This is an optimization exercise on Yosys and OpenROAD, whose aim is a short achievable clock period and few clock cycles, not a production implementation. Only simulation tests tie the RTL to the original design; equivalence was not proved. Power and IR drop assume default switching activity.

==> design/flow/design.v <==
package mips_pkg;
  typedef logic [31:0] word_t;      
  typedef logic [4:0]  reg_addr_t;
  localparam logic [5:0] op_rtype = 6'b000000;
  localparam logic [5:0] op_lw    = 6'b100011;
  localparam logic [5:0] op_sw    = 6'b101011;
  localparam logic [5:0] op_beq   = 6'b000100;
  localparam logic [5:0] op_bne   = 6'b000101;
  localparam logic [5:0] op_addi  = 6'b001000;
  localparam logic [5:0] op_addiu = 6'b001001;
  localparam logic [5:0] fn_add  = 6'b100000;
  localparam logic [5:0] fn_addu = 6'b100001;
  localparam logic [5:0] fn_sub  = 6'b100010;
  localparam logic [5:0] fn_subu = 6'b100011;
  localparam logic [5:0] fn_and  = 6'b100100;
  localparam logic [5:0] fn_or   = 6'b100101;
  localparam logic [5:0] fn_slt  = 6'b101010;
  localparam word_t word_bytes = 32'd4;
  localparam int    reg_count  = 32;
  localparam word_t reset_pc   = 32'h0000_0000;
  typedef enum logic [2:0] {
    alu_and = 3'b000,
    alu_or  = 3'b001,
    alu_add = 3'b010,
    alu_sub = 3'b110,
    alu_slt = 3'b111
  } alu_op_t;
  typedef enum logic [1:0] {
    fwd_none = 2'b00,
    fwd_mem  = 2'b01,    
    fwd_wb   = 2'b10     
  } fwd_sel_t;
endpackage
`timescale 1ns/1ps
module eq32
(
  input  logic [31:0] a,
  input  logic [31:0] b,
  output logic        eq
);
  logic [31:0] x;
  logic [7:0]  n1;
  logic [1:0]  e2;
  assign x = a ~^ b;
  for (genvar i = 0; i < 8; i++)
  begin : l1
    assign n1[i] = ~&x[4*i +: 4];
  end
  for (genvar j = 0; j < 2; j++)
  begin : l2
    assign e2[j] = ~|n1[4*j +: 4];
  end
  assign eq = &e2;
endmodule
`timescale 1ns/1ps
module fetch_next
(
  input  logic [29:0] pc,
  input  logic [15:0] imm,
  input  logic        go,
  input  logic [29:0] other,
  input  logic        mp,
  input  logic [29:0] alt,
  output logic [29:0] tgt,
  output logic [29:0] nxt
);
  logic [15:0] lo;
  logic        c16;
  logic [13:0] hi_p1, hi_m1, hi_c1, hi_c0, nx_c1, nx_c0;
  logic [29:0] sq;
  prefix_add #(.W(16), .CIN(1'b1)) u_lo (.a(pc[15:0]), .b(imm), .s(lo), .co(c16));
  inc_n #(.W(14)) u_inc (.a(pc[29:16]), .s(hi_p1));
  dec_n #(.W(14)) u_dec (.a(pc[29:16]), .s(hi_m1));
  assign hi_c1 = imm[15] ? pc[29:16] : hi_p1;
  assign hi_c0 = imm[15] ? hi_m1 : pc[29:16];
  assign nx_c1 = go ? hi_c1 : other[29:16];
  assign nx_c0 = go ? hi_c0 : other[29:16];
  assign tgt[15:0]  = lo;
  assign tgt[29:16] = c16 ? hi_c1 : hi_c0;
  assign sq[15:0]   = go ? lo : other[15:0];
  assign sq[29:16]  = c16 ? nx_c1 : nx_c0;
  assign nxt        = mp ? alt : sq;
endmodule
`timescale 1ns/1ps
module prefix_add #(parameter int W = 32, parameter bit CIN = 1'b0)
(
  input  logic [W-1:0] a,
  input  logic [W-1:0] b,
  output logic [W-1:0] s,
  output logic         co
);
  localparam int L = (W > 16) ? 5 : (W > 8) ? 4 : (W > 4) ? 3 : (W > 2) ? 2 : 1;
  logic [W-1:0] x;
  logic [W-1:0] g [L+1];
  logic [W-1:0] p [L+1];
  add_x  #(.W(W))            u_x  (.a(a), .b(b), .x(x));
  add_pg #(.W(W), .CIN(CIN)) u_pg (.a(a), .b(b), .g(g[0]), .p(p[0]));
  for (genvar k = 0; k < L; k++)
  begin : level
    if (k % 2 == 0)
    begin : pn
      ks_pn #(.W(W), .D(1 << k)) u_l (.g(g[k]), .p(p[k]), .gn(g[k+1]), .pn(p[k+1]));
    end
    else
    begin : np
      ks_np #(.W(W), .D(1 << k)) u_l (.gn(g[k]), .pn(p[k]), .g(g[k+1]), .p(p[k+1]));
    end
  end
  add_sum #(.W(W), .CIN(CIN), .INV(L % 2 == 1)) u_s (.x(x), .c(g[L]), .s(s), .co(co));
endmodule
module add_x #(parameter int W = 32)
(
  input  logic [W-1:0] a,
  input  logic [W-1:0] b,
  output logic [W-1:0] x
);
  assign x = a ^ b;
endmodule
module add_pg #(parameter int W = 32, parameter bit CIN = 1'b0)
(
  input  logic [W-1:0] a,
  input  logic [W-1:0] b,
  output logic [W-1:0] g,
  output logic [W-1:0] p
);
  assign g[0]     = CIN ? (a[0] | b[0]) : (a[0] & b[0]);
  assign p[0]     = 1'b0;
  assign g[W-1:1] = a[W-1:1] & b[W-1:1];
  assign p[W-1:1] = a[W-1:1] | b[W-1:1];
endmodule
module ks_pn #(parameter int W = 32, parameter int D = 1)
(
  input  logic [W-1:0] g,
  input  logic [W-1:0] p,
  output logic [W-1:0] gn,
  output logic [W-1:0] pn
);
  for (genvar i = 0; i < W; i++)
  begin : bit_
    if (i >= D)
    begin : merge
      assign gn[i] = ~(g[i] | (p[i] & g[i-D]));
      assign pn[i] = ~(p[i] & p[i-D]);
    end
    else
    begin : pass
      assign gn[i] = ~g[i];
      assign pn[i] = ~p[i];
    end
  end
endmodule
module ks_np #(parameter int W = 32, parameter int D = 2)
(
  input  logic [W-1:0] gn,
  input  logic [W-1:0] pn,
  output logic [W-1:0] g,
  output logic [W-1:0] p
);
  for (genvar i = 0; i < W; i++)
  begin : bit_
    if (i >= D)
    begin : merge
      assign g[i] = ~(gn[i] & (pn[i] | gn[i-D]));
      assign p[i] = ~(pn[i] | pn[i-D]);
    end
    else
    begin : pass
      assign g[i] = ~gn[i];
      assign p[i] = ~pn[i];
    end
  end
endmodule
module add_sum #(parameter int W = 32, parameter bit CIN = 1'b0, parameter bit INV = 1'b1)
(
  input  logic [W-1:0] x,
  input  logic [W-1:0] c,
  output logic [W-1:0] s,
  output logic         co
);
  assign s[0]     = x[0] ^ CIN;
  assign s[W-1:1] = x[W-1:1] ^ c[W-2:0] ^ {(W-1){INV}};
  assign co       = c[W-1] ^ INV;
endmodule
module inc_n #(parameter int W = 30)
(
  input  logic [W-1:0] a,
  output logic [W-1:0] s
);
  localparam int L = (W > 16) ? 5 : (W > 8) ? 4 : (W > 4) ? 3 : (W > 2) ? 2 : 1;
  logic [W-1:0] t [L+1];
  assign t[0] = a;
  for (genvar k = 0; k < L; k++)
  begin : level
    and_level #(.W(W), .D(1 << k)) u_l (.i(t[k]), .o(t[k+1]));
  end
  assign s = a ^ {t[L][W-2:0], 1'b1};
endmodule
module dec_n #(parameter int W = 14)
(
  input  logic [W-1:0] a,
  output logic [W-1:0] s
);
  localparam int L = (W > 16) ? 5 : (W > 8) ? 4 : (W > 4) ? 3 : (W > 2) ? 2 : 1;
  logic [W-1:0] t [L+1];
  assign t[0] = ~a;
  for (genvar k = 0; k < L; k++)
  begin : level
    and_level #(.W(W), .D(1 << k)) u_l (.i(t[k]), .o(t[k+1]));
  end
  assign s = a ^ {t[L][W-2:0], 1'b1};
endmodule
module and_level #(parameter int W = 30, parameter int D = 1)
(
  input  logic [W-1:0] i,
  output logic [W-1:0] o
);
  for (genvar k = 0; k < W; k++)
  begin : bit_
    if (k >= D)
    begin : merge
      assign o[k] = i[k] & i[k-D];
    end
    else
    begin : pass
      assign o[k] = i[k];
    end
  end
endmodule
`timescale 1ns/1ps
module mips_pipe
(
  input  logic        clk,
  input  logic        rst_n,
  output logic [31:0] pc,
  input  logic [31:0] instr,
  output logic        memwrite,
  output logic [31:0] memaddr,
  output logic [31:0] memwritedata,
  input  logic [31:0] memreaddata
);
  logic [29:0] pc_q, pcn_q, pc_o;
  logic        d_valid;
  logic [31:0] d_instr;
  logic [29:0] d_pc4;         
  logic [29:0] d_target;      
  logic        d_pred;        
  logic [31:1] d_rs_oh, d_rt_oh;    
  logic        d_byp1, d_byp2;      
  logic        e_regwrite;    
  logic        e_load;
  logic        e_store;
  logic        e_mp_eq;       
  logic        e_mp_ne;       
  logic        e_op_add, e_op_sub, e_op_and, e_op_or, e_op_slt;
  logic [4:0]  e_dst;
  logic [31:0] e_rd1, e_rd2, e_imm;
  logic [29:0] e_altpc;
  logic        e_a_rf, e_a_m, e_a_w;                    
  logic        e_b_rf, e_b_m, e_b_w;                    
  logic        e_c_rf, e_c_m, e_c_w, e_c_imm;           
  logic        e_q_rr, e_q_1m, e_q_m2, e_q_1w, e_q_w2, e_q_mw, e_q_same;
  logic        m_regwrite, m_load;
  logic [4:0]  m_dst;
  logic [31:0] m_res, m_sdata;
  logic        w_regwrite;
  logic [4:0]  w_dst;
  logic [31:0] w_fwd;         
  logic [31:0] w_wdata;       
  logic [31:0] regs [1:31];
  logic [5:0]  d_opc, d_fn;
  logic [4:0]  d_rs, d_rt, d_rd;
  logic        d_rtype, d_alui, d_lw, d_sw, d_beq, d_bne, d_br;
  logic        d_fadd, d_fsub, d_fand, d_for, d_fslt;
  logic        d_use_rs, d_use_rt, d_wr;
  logic [4:0]  d_dst;
  logic [31:0] d_imm;
  logic        stall;
  assign d_opc = d_instr[31:26];
  assign d_fn  = d_instr[5:0];
  assign d_rs  = d_instr[25:21];
  assign d_rt  = d_instr[20:16];
  assign d_rd  = d_instr[15:11];
  assign d_imm = {{16{d_instr[15]}}, d_instr[15:0]};
  assign d_fadd = d_fn == 6'h20 || d_fn == 6'h21;
  assign d_fsub = d_fn == 6'h22 || d_fn == 6'h23;
  assign d_fand = d_fn == 6'h24;
  assign d_for  = d_fn == 6'h25;
  assign d_fslt = d_fn == 6'h2a;
  assign d_rtype = d_valid && d_opc == 6'h00 && (d_fadd || d_fsub || d_fand || d_for || d_fslt);
  assign d_alui  = d_valid && (d_opc == 6'h08 || d_opc == 6'h09);
  assign d_lw    = d_valid && d_opc == 6'h23;
  assign d_sw    = d_valid && d_opc == 6'h2b;
  assign d_beq   = d_valid && d_opc == 6'h04;
  assign d_bne   = d_valid && d_opc == 6'h05;
  assign d_br    = d_beq || d_bne;
  assign d_use_rs = d_rtype || d_alui || d_lw || d_sw || d_br;
  assign d_use_rt = d_rtype || d_sw || d_br;
  assign d_dst    = d_rtype ? d_rd : d_rt;
  assign d_wr     = (d_rtype || d_alui || d_lw) && d_dst != 5'd0;
  logic       stall_q, stall_next;
  logic [5:0] f_opc;
  logic       f_use_rs, f_use_rt;
  assign f_opc    = instr[31:26];
  assign f_use_rs = f_opc == 6'h00 || f_opc == 6'h08 || f_opc == 6'h09 || f_opc == 6'h23 ||
                    f_opc == 6'h2b || f_opc == 6'h04 || f_opc == 6'h05;
  assign f_use_rt = f_opc == 6'h00 || f_opc == 6'h2b || f_opc == 6'h04 || f_opc == 6'h05;
  assign stall_next = !stall_q && !mispredict && d_lw && d_rt != 5'd0 &&
                      ((f_use_rs && instr[25:21] == d_rt) || (f_use_rt && instr[20:16] == d_rt));
  always_ff @(posedge clk)
  begin
    if (!rst_n)
      stall_q <= 1'b0;
    else
      stall_q <= stall_next;
  end
  assign stall = stall_q;
  logic [31:0] d_rf1, d_rf2, d_rd1, d_rd2;
  always_comb
  begin
    d_rf1 = '0;
    d_rf2 = '0;
    for (int j = 1; j < 32; j++)
    begin
      d_rf1 = d_rf1 | ({32{d_rs_oh[j]}} & regs[j]);
      d_rf2 = d_rf2 | ({32{d_rt_oh[j]}} & regs[j]);
    end
  end
  assign d_rd1 = d_byp1 ? w_wdata : d_rf1;
  assign d_rd2 = d_byp2 ? w_wdata : d_rf2;
  logic d_a_m, d_a_w, d_a_rf, d_b_m, d_b_w, d_b_rf;
  assign d_a_m  = e_regwrite && e_dst == d_rs;
  assign d_a_w  = !d_a_m && m_regwrite && m_dst == d_rs;
  assign d_a_rf = !d_a_m && !d_a_w;
  assign d_b_m  = e_regwrite && e_dst == d_rt;
  assign d_b_w  = !d_b_m && m_regwrite && m_dst == d_rt;
  assign d_b_rf = !d_b_m && !d_b_w;
  logic [31:0] a, bv, ba, sum_add, sum_sub, res;
  logic        co_add, co_sub;
  logic        slt, eq, mispredict;
  assign a  = ({32{e_a_rf}} & e_rd1) | ({32{e_a_m}} & m_res) | ({32{e_a_w}} & w_fwd);
  assign bv = ({32{e_b_rf}} & e_rd2) | ({32{e_b_m}} & m_res) | ({32{e_b_w}} & w_fwd);
  assign ba = ({32{e_c_rf}} & e_rd2) | ({32{e_c_m}} & m_res) | ({32{e_c_w}} & w_fwd) |
              ({32{e_c_imm}} & e_imm);
  prefix_add #(.W(32), .CIN(1'b0)) u_add (.a(a), .b(ba),  .s(sum_add), .co(co_add));
  prefix_add #(.W(32), .CIN(1'b1)) u_sub (.a(a), .b(~bv), .s(sum_sub), .co(co_sub));
  assign slt     = (a[31] != bv[31]) ? a[31] : sum_sub[31];
  assign res     = ({32{e_op_add}} & sum_add) | ({32{e_op_sub}} & sum_sub) |
                   ({32{e_op_and}} & (a & bv)) | ({32{e_op_or}} & (a | bv)) |
                   {31'b0, e_op_slt & slt};
  logic eq_rr, eq_1m, eq_m2, eq_1w, eq_w2, eq_mw;
  eq32 u_eq_rr (.a(e_rd1), .b(e_rd2), .eq(eq_rr));
  eq32 u_eq_1m (.a(e_rd1), .b(m_res), .eq(eq_1m));
  eq32 u_eq_m2 (.a(m_res), .b(e_rd2), .eq(eq_m2));
  eq32 u_eq_1w (.a(e_rd1), .b(w_fwd), .eq(eq_1w));
  eq32 u_eq_w2 (.a(w_fwd), .b(e_rd2), .eq(eq_w2));
  eq32 u_eq_mw (.a(m_res), .b(w_fwd), .eq(eq_mw));
  assign eq = (e_q_rr & eq_rr) | (e_q_1m & eq_1m) | (e_q_m2 & eq_m2) |
              (e_q_1w & eq_1w) | (e_q_w2 & eq_w2) | (e_q_mw & eq_mw) | e_q_same;
  assign mispredict = eq ? e_mp_eq : e_mp_ne;
  logic mp_pc;
  assign mp_pc = eq ? (e_mp_eq && rst_n) : (e_mp_ne && rst_n);
  logic [29:0] pc4, f_target, pc_other, pc_next;
  logic        f_beq, f_bne, f_taken, f_go;
  assign pc   = {pc_o, 2'b00};
  assign pc_q = ~pcn_q;
  inc_n #(.W(30)) u_inc (.a(pc_q), .s(pc4));
  assign f_beq   = instr[31:26] == 6'h04;
  assign f_bne   = instr[31:26] == 6'h05;
  assign f_taken = (instr[25:21] == instr[20:16]) ? f_beq : f_bne;
  assign pc_other = !rst_n ? '0 : stall ? pc_q : pc4;
  assign f_go     = f_taken && !stall && rst_n;
  fetch_next u_fnext (.pc(pc_q), .imm(instr[15:0]), .go(f_go), .other(pc_other),
                      .mp(mp_pc), .alt(e_altpc), .tgt(f_target), .nxt(pc_next));
  always_ff @(posedge clk)
  begin
    pcn_q <= ~pc_next;
    pc_o  <= pc_next;
  end
  always_ff @(posedge clk)
  begin
    if (!rst_n || mispredict)
      d_valid <= 1'b0;
    else if (!stall)
      d_valid <= 1'b1;
  end
  always_ff @(posedge clk)
  begin
    d_byp1 <= m_regwrite && m_dst == (stall ? d_rs : instr[25:21]);
    d_byp2 <= m_regwrite && m_dst == (stall ? d_rt : instr[20:16]);
  end
  always_ff @(posedge clk)
  begin
    if (!stall)
    begin
      d_instr  <= instr;
      d_pc4    <= pc4;
      d_target <= f_target;
      d_pred   <= f_taken;
      for (int j = 1; j < 32; j++)
      begin
        d_rs_oh[j] <= instr[25:21] == 5'(j);
        d_rt_oh[j] <= instr[20:16] == 5'(j);
      end
    end
  end
  always_ff @(posedge clk)
  begin
    if (!rst_n || mispredict || stall)
    begin
      e_regwrite <= 1'b0;
      e_load     <= 1'b0;
      e_store    <= 1'b0;
      e_mp_eq    <= 1'b0;
      e_mp_ne    <= 1'b0;
    end
    else
    begin
      e_regwrite <= d_wr;
      e_load     <= d_lw;
      e_store    <= d_sw;
      e_mp_eq    <= d_br && (d_beq ? !d_pred : d_pred);
      e_mp_ne    <= d_br && (d_beq ? d_pred : !d_pred);
    end
  end
  always_ff @(posedge clk)
  begin
    e_op_add <= !d_rtype || d_fadd;
    e_op_sub <= d_rtype && d_fsub;
    e_op_and <= d_rtype && d_fand;
    e_op_or  <= d_rtype && d_for;
    e_op_slt <= d_rtype && d_fslt;
    e_dst    <= d_dst;
    e_rd1    <= d_rd1;
    e_rd2    <= d_rd2;
    e_imm    <= d_imm;
    e_altpc  <= d_pred ? d_pc4 : d_target;
    e_a_rf   <= d_a_rf;
    e_a_m    <= d_a_m;
    e_a_w    <= d_a_w;
    e_b_rf   <= d_b_rf;
    e_b_m    <= d_b_m;
    e_b_w    <= d_b_w;
    e_c_rf   <= d_b_rf && d_rtype;
    e_c_m    <= d_b_m && d_rtype;
    e_c_w    <= d_b_w && d_rtype;
    e_c_imm  <= !d_rtype;
    e_q_rr   <= d_a_rf && d_b_rf;
    e_q_1m   <= d_a_rf && d_b_m;
    e_q_m2   <= d_a_m && d_b_rf;
    e_q_1w   <= d_a_rf && d_b_w;
    e_q_w2   <= d_a_w && d_b_rf;
    e_q_mw   <= (d_a_m && d_b_w) || (d_a_w && d_b_m);
    e_q_same <= (d_a_m && d_b_m) || (d_a_w && d_b_w);
  end
  always_ff @(posedge clk)
  begin
    if (!rst_n)
    begin
      m_regwrite <= 1'b0;
      m_load     <= 1'b0;
      memwrite   <= 1'b0;
    end
    else
    begin
      m_regwrite <= e_regwrite;
      m_load     <= e_load;
      memwrite   <= e_store;
    end
  end
  always_ff @(posedge clk)
  begin
    m_res   <= res;
    m_sdata <= bv;
    m_dst   <= e_dst;
  end
  logic [31:0] m_addr;
  always_ff @(posedge clk)
  begin
    if (!rst_n)
      m_addr <= '0;
    else
      m_addr <= res;
  end
  assign memaddr      = m_addr;
  assign memwritedata = m_sdata;
  always_ff @(posedge clk)
  begin
    if (!rst_n)
      w_regwrite <= 1'b0;
    else
      w_regwrite <= m_regwrite;
  end
  always_ff @(posedge clk)
  begin
    w_fwd <= m_load ? memreaddata : m_res;
    w_dst <= m_dst;
  end
  always_ff @(posedge clk)
  begin
    if (m_regwrite)
      w_wdata <= m_load ? memreaddata : m_res;
  end
  always_ff @(posedge clk)
  begin
    if (w_regwrite)
      regs[w_dst] <= w_wdata;
  end
endmodule
==> design/flow/flow/run.sh <==
#!/bin/bash
# The standard layout, except that the port buffers are a plain
# buffer cell (buffer_ports otherwise may pick a delay cell, which the
# resizer then keeps). Synthesis is the standard one, run on its own first.
set -euo pipefail
bash standard.sh synth > synth.log 2>&1
bash standard.sh "BUFFER_PORTS_ARGS=-buffer_cell sky130_fd_sc_hd__buf_4" finish > layout.log 2>&1
==> design/flow/standard.sh <==
#!/bin/bash
# synth_recipe.tcl (not shown) runs the flow's synth.tcl, then flattens the netlist and writes it again
# the make line also repeats each setting of config.mk as NAME=value (left out here)
make -C /OpenROAD-flow-scripts/flow DESIGN_CONFIG=/design/flow/config.mk WORK_HOME=/design/flow/orfs CLKGATE_MAP_FILE= SYNTH_SCRIPT=/design/flow/synth_recipe.tcl "${@:-finish}"
==> design/flow/config.mk <==
export PLATFORM = sky130hd
export DESIGN_NAME = mips_pipe
export DESIGN_NICKNAME = mips_pipe
export VERILOG_FILES = /design/flow/design.v
export SDC_FILE = /design/flow/constraint.sdc
export NUM_CORES = 4
export LEC_CHECK = 0
export CAP_MARGIN = 20
export CORE_MARGIN = 2
export CORE_UTILIZATION = 50
export CTS_CLUSTER_DIAMETER = 100
export CTS_CLUSTER_SIZE = 20
export SETUP_SLACK_MARGIN = 5
export SLEW_MARGIN = 20
export SYNTH_HIERARCHICAL = 1
export TNS_END_PERCENT = 100
==> design/flow/constraint.sdc <==
create_clock -name core_clock -period 8.0 [get_ports {clk}]
set_input_delay 1.6000 -clock core_clock [delete_from_list [all_inputs] [get_ports {clk}]]
set_output_delay 1.6000 -clock core_clock [all_outputs]
set_load 0.01 [all_outputs]
==> results of run 1 <==
[per-layer routing]
| layer | GRT usage, % | vias up | wire [um] |
|---|---|---|---|
| li1 | - | 22200 | - |
| met1 | 56.25 | 27920 | 113500 |
| met2 | 58.31 | 5709 | 124800 |
| met3 | 16.97 | 1465 | 50630 |
| met4 | 24.29 | 18 | 23320 |
| met5 | 0.9605 | - | 169 |
[power by group through the flow]
| stage | clock (mW) | combinational [mW] | sequential, mW |
|---|---|---|---|
| floorplan | 0 | 1.76 | 9.40 |
| finish | 4.83 | 3.34 | 9.67 |
| detailed placement | 0 | 2.78 | 9.71 |
| CTS | 4.82 | 2.95 | 9.57 |
| global route | 5.07 | 3.48 | 9.66 |
| global placement | 0 | 2.79 | 9.72 |
[sequential cells by signal, summed over array words and instances (netlist names), 31 cells and up]
register  flops
e_rd1        32
m_res        32
d_rs_oh      31
d_rt_oh      31
w_fwd        32
e_rd2        32
regs        992
d_instr      32
m_sdata      32
m_addr       32
w_wdata      32
[metrics by stage]
stage | power, mW | area [sq um]
5_1_grt | 18.21 | 78210
4_1_cts | 17.34 | 76620
3_5_place_dp | 12.50 | 72970
2_1_floorplan | 11.16 | 70020
3_3_place_gp | 12.51 | 72970
6_report | 17.84 | 78250
[timing repair]
action	in CTS	in global routing
endpoints found under the setup margin	172	113
gates resized for setup	224	286
cloned	4	5
endpoints found under the hold margin	0	0
buffers inserted	35	52
pin swaps	35	58
[area by class of cell]
type	count	area (sq um)
repair buffers	383	3329
inverters	199	759.5
diodes	19	47.55
fillers	11640	60770
multi-input cells	3601	26630
clock inverters	11	171.4
well taps	1876	2347
clock buffers	118	2357
flip-flops and latches	1527	42600
repair inverters	1	7.507
[path summary, 6_finish.rpt]
kind | start | to
min | d_instr[6] | e_imm[6]
max | e_a_rf | m_addr[0]
max reg2reg | e_a_rf | m_addr[0]
min reg2reg | d_instr[6] | e_imm[6]
[cell usage in the layout, fill, tap and decap left out, types with 14 or more instances in the layout]
cell type,count
buf_12,16
a22oi_1,428
o21ai_0,40
o21ai_1,106
a21oi_1,145
a22oi_2,30
or2_1,59
nand3_1,150
edfxtp_1,1179
nor2_4,37
nand2_2,59
diode_2,19
nor2_1,173
clkbuf_16,95
buf_6,17
nor4_1,35
nor3_1,35
dfxtp_2,99
and2_2,75
a21oi_2,88
dfxtp_4,28
xor2_1,360
a221oi_1,320
o32a_1,64
and2_1,199
a21o_1,14
dfxtp_1,221
o21ai_2,24
a31oi_1,25
buf_4,336
xnor2_1,75
clkbuf_1,28
mux2_2,63
or2_4,19
nor2_2,16
a22o_1,334
nand4_1,145
mux2i_1,94
nand2_1,248
inv_1,187
==> flow_metrics.tcl, run 1 <==
set metrics [dict create \
    final_layout_size_suffix_gt1_share_pct 19.18 \
    route.antenna.remaining_nets 0 \
    via_count 57320 \
    clockRootBuffer "clkbuf_16" \
    timing.critical_path.cells "buf_12 -> a22oi_2 -> nand2_2 -> or2_4 -> a21oi_2 -> o21ai_2 -> a21oi_2 -> o21ai_2 -> a21oi_4 -> xnor2_2 -> o21ai_1 -> a21oi_1 -> or4_1 -> and2_1" \
    core_area_sq_um 139000 \
    clock_skew_ns 0.03950 \
    insertion_delay_ns 0.77 \
    dp.final_hpwl_um 172900 \
    yosysWarnings 25 \
    synth.avg_cell_area_sq_um 12.28 \
    grt_max_degree 122 \
    wire_per_inst_um 40.39 \
    cell_count_after_synthesis 5689 \
    finish.utilization_pct 56.29 \
    cts-buffers-inserted 88 \
    pre_cts_ws_ns 3.891 \
    critical_path_class "register to register" \
    power.internal_mw 12.27 \
    clock_power_share_pct 27.1 \
    final_max_slew_viol_count 0 \
    totalWireLength_um 312400 \
    rsz0062_at_grt "true" \
    num_rows 137 \
    ioPinCount 163 \
    power.sequential.fraction_pct 54.2 \
    starting_density_pct 50.24 \
    finalHoldViolations 0 \
    grt_first_pass_wirelength_um 417800 \
    avgViaCountPerCell 7.410 \
    cellLeakagePower_nw 27.39 \
    rel_slew_slack_pct 22.14 \
    horizontal_die_dimension_um 377.7 \
    worst-r2r-setup-slack_ns 4.85 \
    port-buffer-count 160 \
    run_status "timing/DRC/antenna clean" \
    number_of_buffers_added_to_fix_hold_violations_after_cts 0 \
    worst_ir_drop_vdd_v 0.0001717 \
    design.die.area_sq_um 142700 \
    timing.final.ws_setup_ns 4.852 \
    worst-endpoint-required_ns 8.64 \
    fin_cells 7735 \
    gp_routability_congestion 0.9716 \
    critPathLaunchType "register" \
    clk_sink_count 1527 \
    max-clock-path-buffers 3 \
    end_kind "register" \
    via_count_of_the_first_global_routing_pass 53090 \
    area_growth_pct 12.04 \
    reg2reg_depth 14 \
    power.share.combinational_pct 18.7 \
    grt_remaining_overflow 0 \
    max_capacitance_violation_total 0 \
    arrival_time_of_the_worst_setup_path_ns 3.79 \
    cp.buffers_inverters 1 \
    setup_violations 0 \
    die-height_um 377.7 \
    standard_cell_with_the_maximum_stage_delay_on_the_critical_path "or4_1" \
    synthesized_area_sq_um 69840 \
    worst_path_largest_cell_delay_ns 0.43 \
    power.share.switching_pct 31.22 \
    min_clock_period_post_route_ns 3.148 \
    detail_route.drc_violations 0 \
    worst-path-stages 14 \
    crit_fanout 16 \
    min-delay-path-class "register to register" \
    cts_tree "done" \
    grt_use_total_pct 42.38 \
    worst-slew-pin-transition_ns 1.168 \
    htree_levels 3 \
    hold-worst-slack_ns 0.3460 \
    crit_family "compound AO/OA/AOI/OAI gates" \
    hold_depth 0 \
    firstDrtPassIters 10 \
    final.setup.tns_ns 0 \
    placedCellCount 7485 \
    power_density_nw_per_um2 227.9 \
    min_period_over_period_pct 39.35 \
    p_sw_mw 5.569 \
    clkTransAtPathRegs_ns 0.09 \
    max_clock_freq_mhz 317.7 \
    final_net_count 5869 \
    antenna_violations_before_repair 18 \
    detail_route.iter0.violations 12120 \
]
Testbench counts, summed over its fixed seeds: cycles 31,930.
==> inputs of run 2 (changes only) <==
--- a/design/flow/design.v
+++ b/design/flow/design.v
@@ -247,2 +247,3 @@
   logic [31:1] d_rs_oh, d_rt_oh;    
+  logic [31:1] d_rs_ohn, d_rt_ohn;  
   logic        d_byp1, d_byp2;      
@@ -258,2 +259,4 @@
   logic        e_a_rf, e_a_m, e_a_w;                    
+  logic        e_a_rfn, e_a_mn, e_a_wn, e_b_rfn, e_b_mn, e_b_wn;
+  logic        e_c_rfn, e_c_mn, e_c_wn, e_c_immn;
   logic        e_b_rf, e_b_m, e_b_w;                    
@@ -323,4 +326,4 @@
     begin
-      d_rf1 = d_rf1 | ({32{d_rs_oh[j]}} & regs[j]);
-      d_rf2 = d_rf2 | ({32{d_rt_oh[j]}} & regs[j]);
+      d_rf1 = d_rf1 | ({{16{~d_rs_ohn[j]}}, {16{d_rs_oh[j]}}} & regs[j]);
+      d_rf2 = d_rf2 | ({{16{~d_rt_ohn[j]}}, {16{d_rt_oh[j]}}} & regs[j]);
     end
@@ -339,6 +342,12 @@
   logic        slt, eq, mispredict;
-  assign a  = ({32{e_a_rf}} & e_rd1) | ({32{e_a_m}} & m_res) | ({32{e_a_w}} & w_fwd);
-  assign bv = ({32{e_b_rf}} & e_rd2) | ({32{e_b_m}} & m_res) | ({32{e_b_w}} & w_fwd);
-  assign ba = ({32{e_c_rf}} & e_rd2) | ({32{e_c_m}} & m_res) | ({32{e_c_w}} & w_fwd) |
-              ({32{e_c_imm}} & e_imm);
+  assign a  = ({{16{~e_a_rfn}}, {16{e_a_rf}}} & e_rd1) |
+              ({{16{~e_a_mn}},  {16{e_a_m}}}  & m_res) |
+              ({{16{~e_a_wn}},  {16{e_a_w}}}  & w_fwd);
+  assign bv = ({{16{~e_b_rfn}}, {16{e_b_rf}}} & e_rd2) |
+              ({{16{~e_b_mn}},  {16{e_b_m}}}  & m_res) |
+              ({{16{~e_b_wn}},  {16{e_b_w}}}  & w_fwd);
+  assign ba = ({{16{~e_c_rfn}},  {16{e_c_rf}}}  & e_rd2) |
+              ({{16{~e_c_mn}},   {16{e_c_m}}}   & m_res) |
+              ({{16{~e_c_wn}},   {16{e_c_w}}}   & w_fwd) |
+              ({{16{~e_c_immn}}, {16{e_c_imm}}} & e_imm);
   prefix_add #(.W(32), .CIN(1'b0)) u_add (.a(a), .b(ba),  .s(sum_add), .co(co_add));
@@ -400,4 +409,6 @@
       begin
-        d_rs_oh[j] <= instr[25:21] == 5'(j);
-        d_rt_oh[j] <= instr[20:16] == 5'(j);
+        d_rs_oh[j]  <= instr[25:21] == 5'(j);
+        d_rt_oh[j]  <= instr[20:16] == 5'(j);
+        d_rs_ohn[j] <= instr[25:21] != 5'(j);
+        d_rt_ohn[j] <= instr[20:16] != 5'(j);
       end
@@ -436,2 +447,12 @@
     e_altpc  <= d_pred ? d_pc4 : d_target;
+    e_a_rfn  <= !d_a_rf;
+    e_a_mn   <= !d_a_m;
+    e_a_wn   <= !d_a_w;
+    e_b_rfn  <= !d_b_rf;
+    e_b_mn   <= !d_b_m;
+    e_b_wn   <= !d_b_w;
+    e_c_rfn  <= !(d_b_rf && d_rtype);
+    e_c_mn   <= !(d_b_m && d_rtype);
+    e_c_wn   <= !(d_b_w && d_rtype);
+    e_c_immn <= d_rtype;
     e_a_rf   <= d_a_rf;
==> run 2 against run 1 <==
Against the previous run:
- synthesized cell count grew 12%
- first-iteration DRC count increased by 3.3%
- global-route usage rose by 0.59 points
- sequential power increased by 3.2%
- maximum frequency barely moved
- still clean on timing, DRC and antenna
==> flow_metrics.tcl, run 2 <==
set metrics [dict create \
    run_status "timing/DRC/antenna clean" \
    ioPinCount 163 \
    final_layout_size_suffix_gt1_share_pct 17.44 \
    core_area_sq_um 149400 \
    layout_commonest_cell "edfxtp_1" \
    rsz0062_at_grt "true" \
    pre_cts_ws_ns 3.931 \
    critical_path.endpoint "e_rd1[23]" \
    worst-endpoint-required_ns 8.54 \
    top_register "regs" \
    via_count 60900 \
    max-clock-path-buffers 3 \
    cellLeakagePower_nw 30.98 \
    final_max_slew_viol_count 0 \
    standard_cell_with_the_maximum_stage_delay_on_the_critical_path "inv_1" \
    worst_setup_path_startpoint "d_rs_ohn[2]" \
    cell_count_after_synthesis 6360 \
    htree_levels 3 \
    synthesized_area_sq_um 75000 \
    final.setup.tns_ns 0 \
    min_clock_period_post_route_ns 3.147 \
    worst-r2r-setup-slack_ns 4.85 \
    max_capacitance_violation_total 0 \
    max_clock_freq_mhz 317.8 \
    clock_skew_ns 0.04551 \
    grt_use_total_pct 42.96 \
    min-delay-path-class "register to register" \
    worst_ir_drop_vdd_v 0.0002031 \
    die-height_um 391.3 \
    grt_first_pass_wirelength_um 454600 \
    final_total_pwr_mw 18.43 \
    wire_per_inst_um 38.80 \
    critPathLaunchType "register" \
    starting_density_pct 50.19 \
    detail_route.iter0.violations 12530 \
    yosysWarnings 25 \
    totalWireLength_um 336600 \
    num_rows 142 \
    clk_sink_count 1599 \
    arrival_time_of_the_worst_setup_path_ns 3.68 \
    max_ffs_per_register 992 \
    avgViaCountPerCell 7.020 \
    detail_route.drc_violations 0 \
    crit-reg2reg-capture "e_rd1[23]" \
    via_count_of_the_first_global_routing_pass 56650 \
    timing.critical_path.cells "inv_1 -> a2111oi_0 -> a32oi_1" \
    grt_remaining_overflow 0 \
    port-buffer-count 160 \
    min_period_over_period_pct 39.33 \
    area_growth_pct 12.30 \
    clkTransAtPathRegs_ns 0.09 \
    critical_path_class "register to register" \
    gp_routability_congestion 1.008 \
    firstDrtPassIters 7 \
    nFillCells 12730 \
    route.antenna.remaining_nets 0 \
    horizontal_die_dimension_um 391.3 \
    worst-slew-pin-transition_ns 1.257 \
    grt_max_degree 127 \
    cts_tree "done" \
    antenna_violations_before_repair 41 \
    number_of_buffers_added_to_fix_hold_violations_after_cts 0 \
    end_kind "register" \
    reg2reg_depth 3 \
    dp.final_hpwl_um 199500 \
    insertion_delay_ns 0.76 \
    design.die.area_sq_um 153100 \
    timing.hold.worst.start "d_instr[9]" \
    worst_r2r_startpoint "d_rs_ohn[2]" \
    layout_common_cells "edfxtp_1 (1241), inv_1 (465), buf_4 (450)" \
    timing.final.ws_setup_ns 4.853 \
    setup_violations 0 \
    cts-buffers-inserted 90 \
    synth.avg_cell_area_sq_um 11.79 \
    finalHoldViolations 0 \
    rel_slew_slack_pct 16.22 \
    worst_path_largest_cell_delay_ns 1.01 \
    clockRootBuffer "clkbuf_16" \
    crit_fanout 11 \
    power_density_nw_per_um2 218.8 \
    final_net_count 6649 \
]
==> run 2: how the worst min path moves through the flow <==
stage                     end  slack, ns  cells past startpoint
floorplan           e_imm[10]       0.32                      0
CTS                  e_imm[9]       0.35                      0
global route         e_imm[9]       0.36                      0
global placement     e_imm[6]       0.33                      0
finish               e_imm[9]       0.35                      0
detailed placement   e_imm[9]       0.33                      0
==> run 2: stage by stage <==
stage	cells	hold slack [ns]	area [sq um]	utilization, %
floorplan	6361	0.3233	75100	-
global placement	8362	0.3253	78780	52.72
detailed placement	8362	0.3279	78780	52.72
CTS	8606	0.3477	83220	55.69
global route	8647	0.3604	84150	56.32
finish	8675	0.3460	84220	56.36
==> run 2: critical path: cells and delay by family (launching register included) <==
family / cells / cell delay, ns
flip-flops: 1 / 0.69
AO/OA/AOI/OAI: 2 / 1.22
buffers and inverters: 1 / 1.01
==> run 2: layer usage <==
layer	GRT usage (%)	share of wire [%]	up-vias
met3	16.50	16	1473
met4	22.80	7.2	24
met5	0	0.063	-
li1	-	-	23940
met1	57.33	37	29670
met2	60.25	40	5789
==> run 2: final cells by class <==
type | count | area (sq um) | share of cell area [%]
Sequential cell | 1599 | 44690 | 53.06
Inverter | 489 | 1869 | 2.220
Timing Repair Buffer | 488 | 4041 | 4.799
Clock buffer | 129 | 2409 | 2.860
Multi-Input combinational cell | 3913 | 28440 | 33.77
Antenna cell | 31 | 77.57 | 0.09211
Clock inverter | 10 | 168.9 | 0.2006
Tap cell | 2016 | 2522 | 2.995
==> run 2: power by group <==
| part | total, mW | internal, mW | switching (mW) |
|---|---|---|---|
| combinational | 3.46 | 1.29 | 2.18 |
| clock | 4.98 | 2.15 | 2.83 |
| sequential | 9.98 | 9.27 | 0.704 |
==> run 2: repair_timing <==
| item | in CTS | in global routing |
|---|---|---|
| setup buffers | 104 | 34 |
| resized for setup | 293 | 142 |
| pin swaps | 48 | 36 |
| cloned | 1 | 1 |
| hold endpoints to repair | 0 | 0 |
| setup endpoints to repair | 181 | 104 |
Testbench counts of run 2, summed over its fixed seeds: cycles 31,930.
==> inputs of run 3 (changes only) <==
--- a/design/flow/design.v
+++ b/design/flow/design.v
@@ -502,3 +502,3 @@
     else
-      m_addr <= res;
+      m_addr <= sum_add;
   end
==> run 3 against run 2 <==
Against the previous run:
- still clean on timing, DRC and antenna
- synthesized area barely moved
- clock power about the same
- routed wire length shrank 0.77%
- via count down 2.4%
- register-to-register slack barely moved
- critical endpoint is now e_rd1[29]
- largest power group unchanged
==> flow_metrics.tcl, run 3 <==
set metrics [dict create \
    run_status "timing/DRC/antenna clean" \
    yosysWarnings 25 \
    finish.utilization_pct 55.76 \
    power_density_nw_per_um2 220.7 \
    cts_tree "done" \
    grt_first_pass_wirelength_um 448100 \
    clkTransAtPathRegs_ns 0.09 \
    timing.critical_path.cells "buf_4 -> clkinv_1 -> a2111o_1 -> nor4_1 -> a32oi_1" \
    firstDrtPassIters 7 \
    area_growth_pct 11.03 \
    wire_per_inst_um 38.92 \
    detail_route.drc_violations 0 \
    max_capacitance_violation_total 0 \
    worst-endpoint-required_ns 8.47 \
    horizontal_die_dimension_um 391.4 \
    power.internal_mw 12.66 \
    htree_levels 3 \
    gp_routability_congestion 0.9727 \
    layout_common_cells "edfxtp_1 (1241), inv_1 (465), nand2b_1 (406)" \
    dp.final_hpwl_um 202000 \
    final_net_count 6575 \
    max-clock-path-buffers 3 \
    max_clock_freq_mhz 317.3 \
    layout_commonest_cell "edfxtp_1" \
    standard_cell_with_the_maximum_stage_delay_on_the_critical_path "clkinv_1" \
    core_area_sq_um 149400 \
    setup_violations 0 \
    avgViaCountPerCell 6.927 \
    worst-slew-pin-transition_ns 1.182 \
    critPathLaunchType "register" \
    power.share.switching_pct 31.15 \
    p_sw_mw 5.728 \
    detail_route.iter0.violations 11990 \
    starting_density_pct 50.22 \
    grt_remaining_overflow 0 \
    top_register "regs" \
    nFillCells 12700 \
    min-delay-path-class "register to register" \
    max_ffs_per_register 992 \
    synth.avg_cell_area_sq_um 11.82 \
    arrival_time_of_the_worst_setup_path_ns 3.62 \
    clock_power_share_pct 27.1 \
    clock_skew_ns 0.03361 \
    clk_sink_count 1599 \
    min_clock_period_post_route_ns 3.151 \
    final_max_slew_viol_count 0 \
    min_period_over_period_pct 39.39 \
    final_layout_size_suffix_gt1_share_pct 15.62 \
    power.share.combinational_pct 18.4 \
    clockRootBuffer "clkbuf_16" \
    cell_count_after_synthesis 6348 \
    via_count_of_the_first_global_routing_pass 55180 \
    design.die.area_sq_um 153200 \
    via_count 59450 \
    final.setup.tns_ns 0 \
    port-buffer-count 160 \
    power.sequential.fraction_pct 54.5 \
    totalWireLength_um 334000 \
    rsz0062_at_grt "true" \
    critical_path_class "register to register" \
    crit_fanout 10 \
    route.antenna.remaining_nets 0 \
    cts-buffers-inserted 90 \
    rel_slew_slack_pct 20.58 \
    cellLeakagePower_nw 30.61 \
    grt_max_degree 100 \
    finalHoldViolations 0 \
    worst_path_largest_cell_delay_ns 0.83 \
    end_kind "register" \
    num_rows 142 \
    synthesized_area_sq_um 75040 \
    insertion_delay_ns 0.77 \
    die-height_um 391.4 \
    grt_use_total_pct 42.56 \
    worst_ir_drop_vdd_v 0.0002057 \
    antenna_violations_before_repair 40 \
    ioPinCount 163 \
]
run 3: timing repair:
action | in CTS | in global routing
pin swaps | 26 | 45
resized for setup | 168 | 173
buffers inserted | 41 | 36
hold buffers | 0 | 0
gates cloned | 2 | 0
endpoints found under the setup margin | 101 | 91
run 3: power by group through the flow:
stage | clock, mW | sequential (mW) | combinational [mW]
2_1_floorplan | 0 | 9.80 | 1.79
3_3_place_gp | 0 | 10.1 | 2.99
3_5_place_dp | 0 | 10.1 | 2.96
4_1_cts | 4.98 | 9.96 | 3.09
5_1_grt | 5.26 | 10.0 | 3.53
6_report | 4.98 | 10.0 | 3.38
run 3: stage by stage:
stage | cell area, sq um | hold WS (ns) | std cells | setup slack [ns] | total power [mW]
3_5_place_dp | 78780 | 0.3303 | 8346 | 3.961 | 13.08
6_report | 83310 | 0.3485 | 8582 | 4.849 | 18.39
2_1_floorplan | 75140 | 0.3233 | 6349 | 4.537 | 11.59
5_1_grt | 83290 | 0.3555 | 8573 | 4.911 | 18.82
3_3_place_gp | 78780 | 0.3260 | 8346 | 3.915 | 13.12
4_1_cts | 82270 | 0.3506 | 8529 | 5.002 | 18.03
run 3: final timing paths:
path                     from         to  slack [ns]  depth (start not counted)
setup / recovery  d_rs_ohn[5]  e_rd1[29]        4.85                          5
hold / removal     d_instr[8]   e_imm[8]        0.35                          0
setup reg to reg  d_rs_ohn[5]  e_rd1[29]        4.85                          5
hold reg to reg    d_instr[8]   e_imm[8]        0.35                          0
run 3: layer usage:
layer	wire length [um]	up-vias	track usage [%]
met3	48060	1281	13.36
met5	178	-	0
li1	-	23710	-
met4	23420	24	23.73
met2	137300	5319	60.16
met1	125000	29120	57.87
run 3: worst max-delay path, delay by kind of cell (launching register included):
family	cells	cell delay, ns
buffers and inverters	2	1.12
AO/OA/AOI/OAI	2	1.09
flip-flops	1	0.34
AND/OR/NAND/NOR	1	0.33
run 3: area by class of cell:
type	count	area, sq um	share of cell area, %
tap	2016	2522	3.028
clock buffer	130	2424	2.909
sequential	1599	44640	53.59
inverter	477	1829	2.196
multi-input combinational	3912	28230	33.89
timing repair buffer	427	3477	4.174
antenna	11	27.53	0.03304
clock inverter	10	153.9	0.1847
Testbench counts of run 3, summed over its fixed seeds: cycles 31,930.
==> inputs of run 4 (changes only) <==
--- a/design/flow/config.mk
+++ b/design/flow/config.mk
@@ -9,3 +9,3 @@
 export CORE_MARGIN = 2
-export CORE_UTILIZATION = 50
+export CORE_UTILIZATION = 55
 export CTS_CLUSTER_DIAMETER = 100
==> run 4 against run 3 <==
Against the previous run:
- register-to-register slack is essentially flat
- total power is 0.83% lower
- final cell count down 2.9%
- maximum frequency up 0.47%
- via count rose by 1.1%
- synthesized area unchanged
- hold slack better by 0.0014 ns
- highest routed layer unchanged
- still clean
- largest power group unchanged
- first-iteration DRC count up 3.5%
- worst setup slack improved by 0.015 ns
- critical path type unchanged
- flip-flop and latch count stayed put
==> flow_metrics.tcl, run 4 <==
set metrics [dict create \
    worst-slew-pin-transition_ns 1.178 \
    max_capacitance_violation_total 0 \
    min-delay-path-class "register to register" \
    worst-endpoint-required_ns 8.52 \
    finalHoldViolations 0 \
    detail_route.iter0.violations 12410 \
    cellLeakagePower_nw 30.41 \
    max_clock_freq_mhz 318.8 \
    clockRootBuffer "clkbuf_16" \
    grt_remaining_overflow 0 \
    insertion_delay_ns 0.77 \
    clkTransAtPathRegs_ns 0.09 \
    crit_fanout 11 \
    min_period_over_period_pct 39.20 \
    timing.hold.worst.start "d_instr[9]" \
    layout_commonest_cell "edfxtp_1" \
    route.antenna.remaining_nets 0 \
    top_register "regs" \
    power_density_nw_per_um2 221.0 \
    clk_sink_count 1599 \
    max-clock-path-buffers 3 \
    end_kind "register" \
    rel_slew_slack_pct 21.49 \
    run_status "timing/DRC/antenna clean" \
    worst_setup_path_startpoint "d_rt_ohn[2]" \
    power.share.combinational_pct 17.9 \
    timing.critical_path.cells "inv_1 -> a2111o_1 -> nor4_1 -> a32oi_1" \
    gp_routability_congestion 0.9841 \
    grt_max_degree 97 \
    final_layout_size_suffix_gt1_share_pct 14.31 \
    power.sequential.fraction_pct 54.5 \
    ioPinCount 163 \
    grt_use_total_pct 45.49 \
    power.share.switching_pct 30.81 \
    post-route-cell-area_sq_um 82520 \
    power.internal_mw 12.62 \
    final_net_count 6543 \
    rsz0062_at_grt "true" \
    starting_density_pct 55.39 \
    clock_power_share_pct 27.6 \
    p_sw_mw 5.617 \
    final_max_slew_viol_count 0 \
    die-height_um 373.4 \
    design.die.area_sq_um 139400 \
    firstDrtPassIters 9 \
    critPathLaunchType "register" \
    standard_cell_with_the_maximum_stage_delay_on_the_critical_path "edfxtp_1" \
    min_clock_period_post_route_ns 3.136 \
    cp.buffers_inverters 1 \
    port-buffer-count 160 \
    horizontal_die_dimension_um 373.4 \
    number_of_buffers_added_to_fix_hold_violations_after_cts 0 \
    wire_per_inst_um 39.30 \
    setup_violations 0 \
    num_rows 135 \
    dp.final_hpwl_um 196500 \
    via_count_of_the_first_global_routing_pass 55520 \
    worst_ir_drop_vdd_v 0.0002066 \
    placed_cell_area_sq_um 78470 \
    cell_count_after_synthesis 6348 \
    avgViaCountPerCell 7.212 \
    antenna_violations_before_repair 59 \
    cts-buffers-inserted 91 \
    clock_skew_ns 0.04353 \
    worst_path_largest_cell_delay_ns 0.79 \
    max_ffs_per_register 992 \
    detail_route.drc_violations 0 \
    hold-worst-slack_ns 0.3499 \
    crit_family "compound AO/OA/AOI/OAI gates" \
    htree_levels 3 \
    grt_first_pass_wirelength_um 440600 \
    synth.avg_cell_area_sq_um 11.82 \
    synthesized_area_sq_um 75040 \
    worst_r2r_startpoint "d_rt_ohn[2]" \
    critical_path_class "register to register" \
    area_growth_pct 9.980 \
    via_count 60100 \
    yosysWarnings 25 \
    arrival_time_of_the_worst_setup_path_ns 3.66 \
    layout_common_cells "edfxtp_1 (1241), inv_1 (465), nand2b_1 (405)" \
    final.setup.tns_ns 0 \
    core_area_sq_um 135500 \
    cts_tree "done" \
    totalWireLength_um 327500 \
]
==> run 4: changes by cell type in the layout (fill, tap and decap cells not counted), moves of 11 or more <==
| cell | change |
|---|---|
| a21oi_1 | +18 |
| a21oi_2 | -14 |
| buf_4 | -29 |
| diode_2 | +12 |
| dfxtp_4 | -12 |
| dfxtp_2 | -11 |
| dfxtp_1 | +23 |
==> run 4: worst paths after layout <==
kind / slack [ns] / cells after the start / end
worst max-delay path: 4.86 / 4 / e_rd2[26]
worst min-delay path: 0.35 / 0 / e_imm[9]
worst max register to register: 4.86 / 4 / e_rd2[26]
worst min register to register: 0.35 / 0 / e_imm[9]
==> run 4: area by class of cell <==
type,instances,area [sq um]
fill,11090,52940
sequential,1599,44590
multi-input combinational,3912,27970
timing repair buffer,394,3231
clock buffer,136,2467
tap,1781,2228
inverter,477,1827
clock inverter,11,162.7
antenna,23,57.56
==> run 4: what timing repair did <==
action	4_1_cts	5_1_grt
buffers inserted	23	23
resized for setup	118	131
pin swaps	13	31
gates cloned	2	1
endpoints found under the setup margin	106	91
==> run 4: power groups by stage <==
stage	combinational, mW	clock (mW)	sequential [mW]
3_5_place_dp	2.94	0	10.0
5_1_grt	3.40	5.27	9.94
6_report	3.27	5.04	9.93
2_1_floorplan	1.79	0	9.80
3_3_place_gp	2.97	0	10.0
4_1_cts	3.05	5.01	9.87
==> run 4: stage by stage <==
stage	cells	util (%)	setup slack, ns	total power, mW
2_1_floorplan	6349	-	4.537	11.59
3_3_place_gp	8106	57.90	3.936	13.01
3_5_place_dp	8107	57.92	3.970	12.98
4_1_cts	8279	60.36	5.000	17.93
5_1_grt	8316	60.89	4.875	18.61
6_report	8333	60.92	4.864	18.23
==> run 4: routing by layer <==
layer | vias to the layer above | part of all wire, % | global-route usage [%]
met2 | 5785 | 40 | 63.89
met3 | 1589 | 16 | 16.66
met5 | - | 0.12 | 0
met1 | 29040 | 36 | 59.75
li1 | 23640 | - | -
met4 | 54 | 8.2 | 28.18
==> inputs of run 5 (changes only) <==
==> design/flow/flow/run.sh (replaced) <==
#!/bin/bash
# The standard layout, except that
# * the port buffers are a plain buffer cell (buffer_ports otherwise may
#   pick a delay cell, which the resizer then keeps), and
set -euo pipefail
bash standard.sh synth > synth.log 2>&1
bash standard.sh "BUFFER_PORTS_ARGS=-buffer_cell sky130_fd_sc_hd__buf_4" \
  SETUP_SLACK_MARGIN=5.6 TNS_END_PERCENT=30 finish > layout.log 2>&1
--- a/design/flow/config.mk
+++ b/design/flow/config.mk
@@ -9,3 +9,3 @@
 export CORE_MARGIN = 2
-export CORE_UTILIZATION = 55
+export CORE_UTILIZATION = 50
 export CTS_CLUSTER_DIAMETER = 100
==> run 5 against run 4 <==
Against the previous run:
- synthesized area unchanged
- final area rose by 7.1%
- critical endpoint is now m_res[21]
- still clean
- clock-buffer cell count decreased by 20
- synthesized cell count is the same
- critical path depth up 11
- combinational power grew 28%
- global-route usage decreased by 1.9 points
- hold slack improved by 0.0059 ns
- register-to-register slack hardly changed
- worst setup slack better by 0.0063 ns
==> flow_metrics.tcl, run 5 <==
set metrics [dict create \
    run_status "timing/DRC/antenna clean" \
    cell_count_after_synthesis 6348 \
    cpMostUsedCell "buf_6" \
    max_clock_freq_mhz 319.5 \
    firstDrtPassIters 9 \
    critical_path_class "register to register" \
    placedCellCount 8344 \
    worst-endpoint-required_ns 8.61 \
    max-clock-path-buffers 3 \
    core_area_sq_um 149400 \
    insertion_delay_ns 0.78 \
    final-seq-area_sq_um 44730 \
    cellLeakagePower_nw 32.50 \
    antenna_violations_before_repair 54 \
    finish.utilization_pct 59.12 \
    htree_levels 3 \
    critPathLaunchType "register" \
    cp.buffers_inverters 4 \
    horizontal_die_dimension_um 391.4 \
    final_total_pwr_mw 19.12 \
    layout_commonest_cell "edfxtp_1" \
    grt_first_pass_wirelength_um 459800 \
    cts-buffers-inserted 92 \
    post-route-cell-area_sq_um 88340 \
    synthesized_area_sq_um 75040 \
    final.setup.tns_ns 0 \
    avgViaCountPerCell 6.922 \
    grt-busiest-layer "met2" \
    grt_remaining_overflow 0 \
    grt_use_total_pct 43.57 \
    yosysWarnings 25 \
    route.antenna.remaining_nets 0 \
    worst_ir_drop_vdd_v 0.0001778 \
    final_net_count 6797 \
    cts_tree "done" \
    min-delay-path-class "register to register" \
    ioPinCount 163 \
    area_growth_pct 17.73 \
    arrival_time_of_the_worst_setup_path_ns 3.74 \
    via_count_of_the_first_global_routing_pass 57370 \
    number_of_buffers_added_to_fix_hold_violations_after_cts 0 \
    final_layout_size_suffix_gt1_share_pct 25.66 \
    worst_path_largest_cell_delay_ns 0.38 \
    standard_cell_with_the_maximum_stage_delay_on_the_critical_path "dfxtp_4" \
    timing.critical_path.cells "clkinvlp_4 -> buf_6 -> buf_6 -> a22oi_2 -> o211ai_1 -> or2_4 -> buf_6 -> a21oi_4 -> o21ai_4 -> a21oi_4 -> o21ai_2 -> a21oi_2 -> xnor2_2 -> a22oi_2 -> nand3_2" \
    final_max_slew_viol_count 0 \
    layout_common_cells "edfxtp_1 (1241), buf_4 (444), inv_1 (409)" \
    end_kind "register" \
    min_clock_period_post_route_ns 3.130 \
    rsz0062_at_grt "true" \
    starting_density_pct 50.22 \
    design.die.area_sq_um 153200 \
    num_rows 142 \
    setup_violations 0 \
    clkTransAtPathRegs_ns 0.09 \
    min_period_over_period_pct 39.12 \
    via_count 61020 \
    die-height_um 391.4 \
    placed_cell_area_sq_um 78800 \
    wire_per_inst_um 38.69 \
    crit_family "compound AO/OA/AOI/OAI gates" \
    port-buffer-count 160 \
    pre_cts_ws_ns 3.830 \
    max_ffs_per_register 992 \
    fin_cells 8815 \
    nFillCells 12210 \
    clk_sink_count 1599 \
    power_density_nw_per_um2 216.4 \
    grt_max_degree 85 \
    detail_route.drc_violations 0 \
    clock_skew_ns 0.05649 \
    top_register "regs" \
    rel_slew_slack_pct 17.19 \
    grtUsageMet2_pct 61.59 \
    detail_route.iter0.violations 11780 \
    multi_input_combinational_cell_area_sq_um 30420 \
    grt.met3_usage_pct 16.66 \
    max_capacitance_violation_total 0 \
    worst-slew-pin-transition_ns 1.242 \
    finalHoldViolations 0 \
    synth.avg_cell_area_sq_um 11.82 \
    crit_fanout 3 \
    timing.final.ws_setup_ns 4.870 \
    clockRootBuffer "clkbuf_16" \
    hold-worst-slack_ns 0.3558 \
    totalWireLength_um 341100 \
    gp_routability_congestion 0.9919 \
    groute.layer.met1.usage_pct 56.40 \
    dp.final_hpwl_um 203600 \
]
## run 5: changes by cell type in the layout (fill, tap and decap cells not counted), sizes merged
| cell | change |
|---|---|
| and2 | +5 |
| bufinv | +2 |
| buf | +247 |
| clkinvlp | +6 |
| diode | +11 |
| inv | -5 |
| clkbuf | -21 |
| clkinv | +2 |
## run 5: power by group
| part | internal (mW) | switching (mW) |
|---|---|---|
| combinational | 1.66 | 2.50 |
| sequential | 9.26 | 0.639 |
| clock | 2.18 | 2.87 |
## run 5: worst paths after layout
check / from / end / slack [ns] / depth (start not counted)
max: e_c_rfn / m_res[21] / 4.87 / 15
min: d_instr[8] / e_imm[8] / 0.36 / 0
max reg2reg: e_c_rfn / m_res[21] / 4.87 / 15
min reg2reg: d_instr[8] / e_imm[8] / 0.36 / 0
## run 5: what timing repair did
action,CTS,global route
pin swaps,253,117
endpoints found under the setup margin,1270,1068
gates cloned,13,0
gates resized for setup,770,354
buffers inserted,208,83
## run 5: area by class of cell
type | count | share of cell area, %
inverters | 477 | 2.137
clock buffers | 116 | 2.708
repair inverters | 2 | 0.01841
repair buffers | 640 | 6.841
well taps | 2016 | 2.855
clock inverters | 14 | 0.2748
diodes | 34 | 0.09631
flip-flops and latches | 1599 | 50.64
multi-input cells | 3917 | 34.43
## run 5: per-layer routing
layer  part of all wire [%]  routed length, um
met5                   0.12                394
met4                    7.8              26460
met3                     15              50450
met2                     41             140100
met1                     36             123700
==> inputs of run 6 (changes only) <==
--- a/design/flow/design.v
+++ b/design/flow/design.v
@@ -247,3 +247,3 @@
   logic [31:1] d_rs_oh, d_rt_oh;    
-  logic [31:1] d_rs_ohn, d_rt_ohn;  
+  logic [31:1] d_rs_oh2, d_rt_oh2;  
   logic        d_byp1, d_byp2;      
@@ -259,4 +259,4 @@
   logic        e_a_rf, e_a_m, e_a_w;                    
-  logic        e_a_rfn, e_a_mn, e_a_wn, e_b_rfn, e_b_mn, e_b_wn;
-  logic        e_c_rfn, e_c_mn, e_c_wn, e_c_immn;
+  logic        e_a_rf2, e_a_m2, e_a_w2, e_b_rf2, e_b_m2, e_b_w2;
+  logic        e_c_rf2, e_c_m2, e_c_w2, e_c_imm2;
   logic        e_b_rf, e_b_m, e_b_w;                    
@@ -326,4 +326,4 @@
     begin
-      d_rf1 = d_rf1 | ({{16{~d_rs_ohn[j]}}, {16{d_rs_oh[j]}}} & regs[j]);
-      d_rf2 = d_rf2 | ({{16{~d_rt_ohn[j]}}, {16{d_rt_oh[j]}}} & regs[j]);
+      d_rf1 = d_rf1 | ({{16{d_rs_oh2[j]}}, {16{d_rs_oh[j]}}} & regs[j]);
+      d_rf2 = d_rf2 | ({{16{d_rt_oh2[j]}}, {16{d_rt_oh[j]}}} & regs[j]);
     end
@@ -342,12 +342,12 @@
   logic        slt, eq, mispredict;
-  assign a  = ({{16{~e_a_rfn}}, {16{e_a_rf}}} & e_rd1) |
-              ({{16{~e_a_mn}},  {16{e_a_m}}}  & m_res) |
-              ({{16{~e_a_wn}},  {16{e_a_w}}}  & w_fwd);
-  assign bv = ({{16{~e_b_rfn}}, {16{e_b_rf}}} & e_rd2) |
-              ({{16{~e_b_mn}},  {16{e_b_m}}}  & m_res) |
-              ({{16{~e_b_wn}},  {16{e_b_w}}}  & w_fwd);
-  assign ba = ({{16{~e_c_rfn}},  {16{e_c_rf}}}  & e_rd2) |
-              ({{16{~e_c_mn}},   {16{e_c_m}}}   & m_res) |
-              ({{16{~e_c_wn}},   {16{e_c_w}}}   & w_fwd) |
-              ({{16{~e_c_immn}}, {16{e_c_imm}}} & e_imm);
+  assign a  = ({{16{e_a_rf2}}, {16{e_a_rf}}} & e_rd1) |
+              ({{16{e_a_m2}},  {16{e_a_m}}}  & m_res) |
+              ({{16{e_a_w2}},  {16{e_a_w}}}  & w_fwd);
+  assign bv = ({{16{e_b_rf2}}, {16{e_b_rf}}} & e_rd2) |
+              ({{16{e_b_m2}},  {16{e_b_m}}}  & m_res) |
+              ({{16{e_b_w2}},  {16{e_b_w}}}  & w_fwd);
+  assign ba = ({{16{e_c_rf2}},  {16{e_c_rf}}}  & e_rd2) |
+              ({{16{e_c_m2}},   {16{e_c_m}}}   & m_res) |
+              ({{16{e_c_w2}},   {16{e_c_w}}}   & w_fwd) |
+              ({{16{e_c_imm2}}, {16{e_c_imm}}} & e_imm);
   prefix_add #(.W(32), .CIN(1'b0)) u_add (.a(a), .b(ba),  .s(sum_add), .co(co_add));
@@ -396,2 +396,18 @@
   begin
+    if (!rst_n)
+    begin
+      d_rs_oh2 <= '0;
+      d_rt_oh2 <= '0;
+    end
+    else if (!stall)
+    begin
+      for (int j = 1; j < 32; j++)
+      begin
+        d_rs_oh2[j] <= instr[25:21] == 5'(j);
+        d_rt_oh2[j] <= instr[20:16] == 5'(j);
+      end
+    end
+  end
+  always_ff @(posedge clk)
+  begin
     d_byp1 <= m_regwrite && m_dst == (stall ? d_rs : instr[25:21]);
@@ -411,4 +427,2 @@
         d_rt_oh[j]  <= instr[20:16] == 5'(j);
-        d_rs_ohn[j] <= instr[25:21] != 5'(j);
-        d_rt_ohn[j] <= instr[20:16] != 5'(j);
       end
@@ -447,12 +461,2 @@
     e_altpc  <= d_pred ? d_pc4 : d_target;
-    e_a_rfn  <= !d_a_rf;
-    e_a_mn   <= !d_a_m;
-    e_a_wn   <= !d_a_w;
-    e_b_rfn  <= !d_b_rf;
-    e_b_mn   <= !d_b_m;
-    e_b_wn   <= !d_b_w;
-    e_c_rfn  <= !(d_b_rf && d_rtype);
-    e_c_mn   <= !(d_b_m && d_rtype);
-    e_c_wn   <= !(d_b_w && d_rtype);
-    e_c_immn <= d_rtype;
     e_a_rf   <= d_a_rf;
@@ -475,2 +479,31 @@
   end
+  always_ff @(posedge clk)
+  begin
+    if (!rst_n)
+    begin
+      e_a_rf2  <= 1'b0;
+      e_a_m2   <= 1'b0;
+      e_a_w2   <= 1'b0;
+      e_b_rf2  <= 1'b0;
+      e_b_m2   <= 1'b0;
+      e_b_w2   <= 1'b0;
+      e_c_rf2  <= 1'b0;
+      e_c_m2   <= 1'b0;
+      e_c_w2   <= 1'b0;
+      e_c_imm2 <= 1'b0;
+    end
+    else
+    begin
+      e_a_rf2  <= d_a_rf;
+      e_a_m2   <= d_a_m;
+      e_a_w2   <= d_a_w;
+      e_b_rf2  <= d_b_rf;
+      e_b_m2   <= d_b_m;
+      e_b_w2   <= d_b_w;
+      e_c_rf2  <= d_b_rf && d_rtype;
+      e_c_m2   <= d_b_m && d_rtype;
+      e_c_w2   <= d_b_w && d_rtype;
+      e_c_imm2 <= !d_rtype;
+    end
+  end
   always_ff @(posedge clk)
==> design/flow/flow/run.sh (replaced) <==
#!/bin/bash
# The standard layout, except that the port buffers are a plain
# buffer cell (buffer_ports otherwise may pick a delay cell, which the
# resizer then keeps). Synthesis is the standard one, run on its own first.
set -euo pipefail
bash standard.sh synth > synth.log 2>&1
bash standard.sh "BUFFER_PORTS_ARGS=-buffer_cell sky130_fd_sc_hd__buf_4" finish > layout.log 2>&1
==> run 6 against run 5 <==
Against the previous run:
- flip-flop and latch count stayed put
- hold slack worse by 0.0093 ns
- maximum frequency is 6.0% lower
- final cell count is 8.7% lower
- register-to-register slack worse by 0.20 ns
- sequential power is 2.4% lower
- critical path depth is 11 lower
- die area is 3.2% lower
- critical path type unchanged
- combinational power is 36% lower
- non-clock buffer count is 249 lower
- still clean on timing, DRC and antenna
- clock-buffer cell count is 23 higher
==> flow_metrics.tcl, run 6 <==
set metrics [dict create \
    cellLeakagePower_nw 28.42 \
    critPathLaunchType "register" \
    via_count 59470 \
    cpMostUsedCell "buf_4" \
    firstDrtPassIters 13 \
    layout_commonest_cell "edfxtp_1" \
    area_growth_pct 10.45 \
    hold-worst-slack_ns 0.3465 \
    power.share.combinational_pct 15.4 \
    detail_route.drc_violations 0 \
    worst_hold_path.endpoint "e_imm[7]" \
    clockRootBuffer "clkbuf_16" \
    ioPinCount 163 \
    worst-endpoint-required_ns 8.53 \
    top_register "regs" \
    design.die.area_sq_um 148300 \
    number_of_buffers_added_to_fix_hold_violations_after_cts 0 \
    timing.hold.worst.start "d_instr[7]" \
    route.antenna.remaining_nets 0 \
    arrival_time_of_the_worst_setup_path_ns 3.86 \
    min-delay-path-class "register to register" \
    insertion_delay_ns 0.76 \
    power.internal_mw 12.24 \
    final_net_count 6148 \
    num_rows 139 \
    finalHoldViolations 0 \
    detail_route.iter0.violations 12820 \
    drt-met1-wl_um 122300 \
    cell_count_after_synthesis 6064 \
    final_layout_size_suffix_gt1_share_pct 17.36 \
    worst_setup_path_startpoint "d_byp1" \
    min_period_over_period_pct 41.61 \
    core_area_sq_um 143800 \
    via_count_of_the_first_global_routing_pass 54190 \
    critical_path_class "register to register" \
    synth.avg_cell_area_sq_um 11.97 \
    gp_routability_congestion 0.9997 \
    detailroute.wirelength.met2_um 131000 \
    clock_skew_ns 0.04761 \
    max_ffs_per_register 992 \
    maxUsedRoutingLayer "met5" \
    starting_density_pct 50.48 \
    grt_remaining_overflow 0 \
    dp.final_hpwl_um 196200 \
    crit-reg2reg-capture "e_rd1[26]" \
    htree_levels 3 \
    power_density_nw_per_um2 215.6 \
    run_status "timing/DRC/antenna clean" \
    grt_max_degree 139 \
    totalWireLength_um 334100 \
    hold_depth 0 \
    worst-slew-pin-transition_ns 1.250 \
    final.setup.tns_ns 0 \
    clock_power_share_pct 28.7 \
    final_max_slew_viol_count 0 \
    detailroute.wirelength.met3_um 54260 \
    end_kind "register" \
    worst_path_largest_cell_delay_ns 0.81 \
    crit_family "buffers and inverters" \
    cp.buffers_inverters 3 \
    reg2reg_depth 4 \
    horizontal_die_dimension_um 385.0 \
    max_capacitance_violation_total 0 \
    grt_use_total_pct 43.66 \
    wire_per_inst_um 41.51 \
    worst_r2r_startpoint "d_byp1" \
    synthesized_area_sq_um 72600 \
    timing.critical_path.cells "buf_4 -> clkinv_2 -> buf_4 -> o32a_1" \
    power.share.switching_pct 29.21 \
    crit_fanout 33 \
    worst_ir_drop_vdd_v 0.0002149 \
    max-clock-path-buffers 3 \
    clkTransAtPathRegs_ns 0.09 \
    port-buffer-count 160 \
    cts-buffers-inserted 90 \
    rsz0062_at_grt "true" \
    layout_common_cells "edfxtp_1 (1179), a22oi_1 (444), buf_4 (367)" \
    grt_first_pass_wirelength_um 445100 \
    avgViaCountPerCell 7.388 \
    worst-r2r-setup-slack_ns 4.67 \
    die-height_um 385.0 \
    yosysWarnings 25 \
    cts_tree "done" \
    min_clock_period_post_route_ns 3.329 \
    p_sw_mw 5.051 \
    power.sequential.fraction_pct 55.9 \
    antenna_violations_before_repair 30 \
    max_clock_freq_mhz 300.4 \
    setup_violations 0 \
    final_total_pwr_mw 17.29 \
    rel_slew_slack_pct 16.69 \
    clk_sink_count 1599 \
    standard_cell_with_the_maximum_stage_delay_on_the_critical_path "clkinv_2" \
]
==> run 6: area by class of cell <==
type,instances,area [sq um]
well taps,1903,2381
flip-flops and latches,1599,44110
clock inverters,8,121.4
fillers,12130,63640
diodes,11,27.53
multi-input cells,3797,27150
repair buffers,391,3181
clock buffers,139,2446
repair inverters,1,5.005
inverters,200,767.0
==> run 6: worst max path at each step <==
stage	to	cells past startpoint
2_1_floorplan	pc_o[18]	10
3_3_place_gp	pcn_q[28]	10
3_5_place_dp	pcn_q[28]	10
4_1_cts	pcn_q[28]	12
5_1_grt	pcn_q[25]	13
6_report	e_rd1[26]	4
==> run 6: power by group through the flow <==
stage,sequential [mW],combinational (mW),clock [mW]
after floorplan,9.57,1.42,0
after global placement,9.75,2.36,0
after detailed placement,9.76,2.34,0
after CTS,9.58,2.41,4.96
after global routing,9.67,2.77,5.23
final,9.66,2.66,4.97
==> run 6: through the flow <==
step                      setup slack, ns  instances  utilization (%)  area (sq um)
after CTS                           4.884       7974            54.74         78730
after floorplan                     4.500       6065                -         72750
after global routing                4.864       8042            55.74         80170
after detailed placement            3.998       7806            52.57         75610
after global placement              3.954       7805            52.56         75590
final                               4.671       8049            55.75         80180
==> run 6: layer usage <==
metal | global-route usage, % | up-vias
met3 | 17.38 | 1531
met4 | 25.35 | 28
li1 | - | 23080
met5 | 0.2924 | -
met1 | 58.56 | 28940
met2 | 59.45 | 5896
==> run 6: what timing repair did <==
| action | 4_1_cts | 5_1_grt |
|---|---|---|
| endpoints found under the setup margin | 150 | 128 |
| buffers inserted | 19 | 56 |
| gates resized for setup | 133 | 251 |
| cloned | 2 | 4 |
| pin swaps | 10 | 42 |
Testbench counts of run 6, summed over its fixed seeds: cycles 31,930.

==> afterwards: timing with drivers on the ports <==
In the flow no input, the clock included, has a driving cell. The finished layouts below were timed again as built, in two steps. Step 1 sets driving cells, clkbuf_16 on the clock port and buf_2 on the other inputs (assumed; they add their load-dependent delay and slew). Step 2 times the ports against the registers' clock, not the clock port: input delays grow and output delays shrink by t, the midpoint of the rising clock arrivals with the driver on. a / b / c = ideal / step 1 / step 2; a / b = the first two.
run	shift t [ns]	slack for setup (ns)	latest minus earliest clock arrival (ns)	worst slew at a driven data input, ns
run 1	0.837	4.852 / 4.852 / 4.282	0.042 / 0.043	0.11
run 2	0.821	4.853 / 4.853 / 4.174	0.054 / 0.054	0.14
run 3	0.842	4.849 / 4.849 / 4.240	0.036 / 0.036	0.10
run 4	0.834	4.864 / 4.864 / 4.189	0.048 / 0.048	0.13
run 5	0.843	4.870 / 4.870 / 4.134	0.057 / 0.057	0.19
run 6	0.822	4.671 / 4.671 / 4.206	0.052 / 0.053	0.12
After both steps every run listed still meets setup and hold. For run 5, which loses most, drivers alone change the setup slack by 0.000 ns; drivers and shift together by -0.736 ns.
